Background: an optimization exercise with open tools, aiming at small area, a short achievable clock period and few clock cycles per item. Do not read the settings as production practice. RTL that was checked went through simulation tests only; none was proved equivalent to the original. Power is estimated from default activity; no workload was simulated.

## red
==> flow/design.v (excerpt) <==
module nonpreemptive_priority_scheduler_unit (
  input  logic              clk,
  input  logic              rst,
  input  logic              jobs_valid,
  output logic              jobs_ready,
  input  logic              jobs_op,
  input  logic [IdW-1:0]    jobs_job_id,
  input  logic [BurstW-1:0] jobs_burst_ms,
  input  logic [PrioW-1:0]  jobs_prio_level,
  output logic              results_valid,
  input  logic              results_ready,
  output logic [KindW-1:0]  results_kind,
  output logic [IdW-1:0]    results_out_id,
  output logic [BurstW-1:0] results_out_burst,
  output logic [PrioW-1:0]  results_out_prio,
  output logic [TimeW-1:0]  results_turnaround,
  output logic [TimeW-1:0]  results_waiting,
  output logic [SumW-1:0]   results_sum_turnaround,
  output logic [SumW-1:0]   results_sum_waiting,
  output logic [DoneW-1:0]  results_jobs_done,
  output logic              results_last
);
export LEC_CHECK = 0
export ABC_AREA = 1
export CAP_MARGIN = 20
export CORE_MARGIN = 2
export CORE_UTILIZATION = 40
export PLACE_DENSITY = 0.6
export SETUP_SLACK_MARGIN = 2.3
export SLEW_MARGIN = 20
create_clock -name core_clock -period 5.0 [get_ports {clk}]
standard.sh (not shown) runs the stock make flow with config.mk's settings and CLKGATE_MAP_FILE= SYNTH_SCRIPT=/design/flow/synth_recipe.tcl, a recipe that flattens the netlist after the stock synthesis.
==> flow/flow/run.sh <==
#!/bin/bash
# The standard layout (standard.sh), with two changes passed to ORFS through its
# own variables: the port buffers use a plain buffer cell, and clock tree
# synthesis inserts no dummy loads. Everything else is the standard flow.
set -euo pipefail
export BUFFER_PORTS_ARGS="-buffer_cell sky130_fd_sc_hd__buf_4"
export CTS_ARGS="-sink_clustering_enable -repair_clock_nets -dont_use_dummy_load -buf_list sky130_fd_sc_hd__clkbuf_16 -sink_clustering_size 30 -sink_clustering_max_diameter 60"
bash standard.sh > standard_flow.log 2>&1
Input changes introduced in purple (baseline for comparison: red):
-- flow/design.v --
<<< red, line 110
    add24 = p ^ {gg[22:0], 1'b0};
  endfunction
  logic            ready_q;      
  logic            ready_s_q;    
  logic            in_ready;
  logic            i_v;
  logic            i_op;
>>> purple, line 110
    add24 = p ^ {gg[22:0], 1'b0};
  endfunction
  logic            ready_q;
  logic            i_v;
  logic            i_op;
<<< red, line 120
  logic            acc;
  assign in_job = {jobs_job_id, jobs_burst_ms, jobs_prio_level};
  assign in_ready = ready_q | (ready_s_q & (jobs_op == OP_START));
  assign acc      = jobs_valid & in_ready & ~rst;
  logic [JobW-1:0] q    [QD];
  logic [3:0]      rank [QD];
>>> purple, line 118
  logic            acc;
  assign in_job = {jobs_job_id, jobs_burst_ms, jobs_prio_level};
  assign acc    = jobs_valid & ready_q & ~rst;
  logic [JobW-1:0] q    [QD];
  logic [3:0]      rank [QD];
<<< red, line 337
    if (rst) begin
      ready_q <= 1'b1;
      ready_s_q <= 1'b1;
      tk_cnt  <= 2'd0;
      vnew    <= '0;
>>> purple, line 334
    if (rst) begin
      ready_q <= 1'b1;
      tk_cnt  <= 2'd0;
      vnew    <= '0;
<<< red, line 373
      f_d2    <= (dcnt_n >= 5'd2);
      ready_q <= fifo_ok & slot_ok & pm_ok;
      ready_s_q <= fifo_ok & pm_ok;
      tk_cnt  <= tk_cnt_n;
      vnew    <= vnew_n;
>>> purple, line 369
      f_d2    <= (dcnt_n >= 5'd2);
      ready_q <= fifo_ok & slot_ok & pm_ok;
      tk_cnt  <= tk_cnt_n;
      vnew    <= vnew_n;
<<< red, line 446
    end
  end
  assign jobs_ready             = in_ready;
  assign results_valid          = o_v;
  assign results_kind           = o_kind;
>>> purple, line 441
    end
  end
  assign jobs_ready             = ready_q;
  assign results_valid          = o_v;
  assign results_kind           = o_kind;
### Flow results
Reported net switching power: purple < red. Between red and purple, the difference in post-synthesis share of cell area spent on full adders, half adders and majority gates is negligible. Setup WNS red -> purple: better. The clock transition at the registers of the reported paths in purple was higher than what red gave. Diff red -> purple: worst hold-check slack shows a reduction of 0.0070 ns, relative slew slack shows a reduction of 0.89 points. purple against red: met2 track demand over resource lower; number of clock buffers in the layout lower; number of flip-flops and latches roughly the same. The routed length on met2 reported for purple is smaller than that of red by 1700 µm.
Testbench counts of purple, summed over its fixed seeds: cycles 14,636, items 8,000.
For red, only the layout was checked, not whether the RTL still works.

-- what the ideal ports hide --
No port has a modelled driver above. Below, the same layouts with a new extraction and two added sets of constraints. Step 1 sets driving cells, clkbuf_16 on the clock port and buf_2 on the other inputs (assumed; they add their load-dependent delay and slew). Step 2, shift: input delay + t, output delay - t, t = (earliest + latest rising clock arrival at the registers) / 2. This alone moves slack from input paths to output paths. Three values: ideal ports, drivers, drivers and shift; two values: the first two.
run	shift t [ns]	setup slack, ns	slew at the worst register clock pin (ns)	pins driven straight from the clock port
red	0.744	2.160 / 2.160 / 1.651	0.09 / 0.09	1
purple	0.741	2.225 / 2.225 / 1.585	0.09 / 0.09	1
After both steps setup and hold are still met in every run listed. The setup slack of purple, which loses most, moves by 0.000 ns with the drivers and by -0.640 ns with both steps.
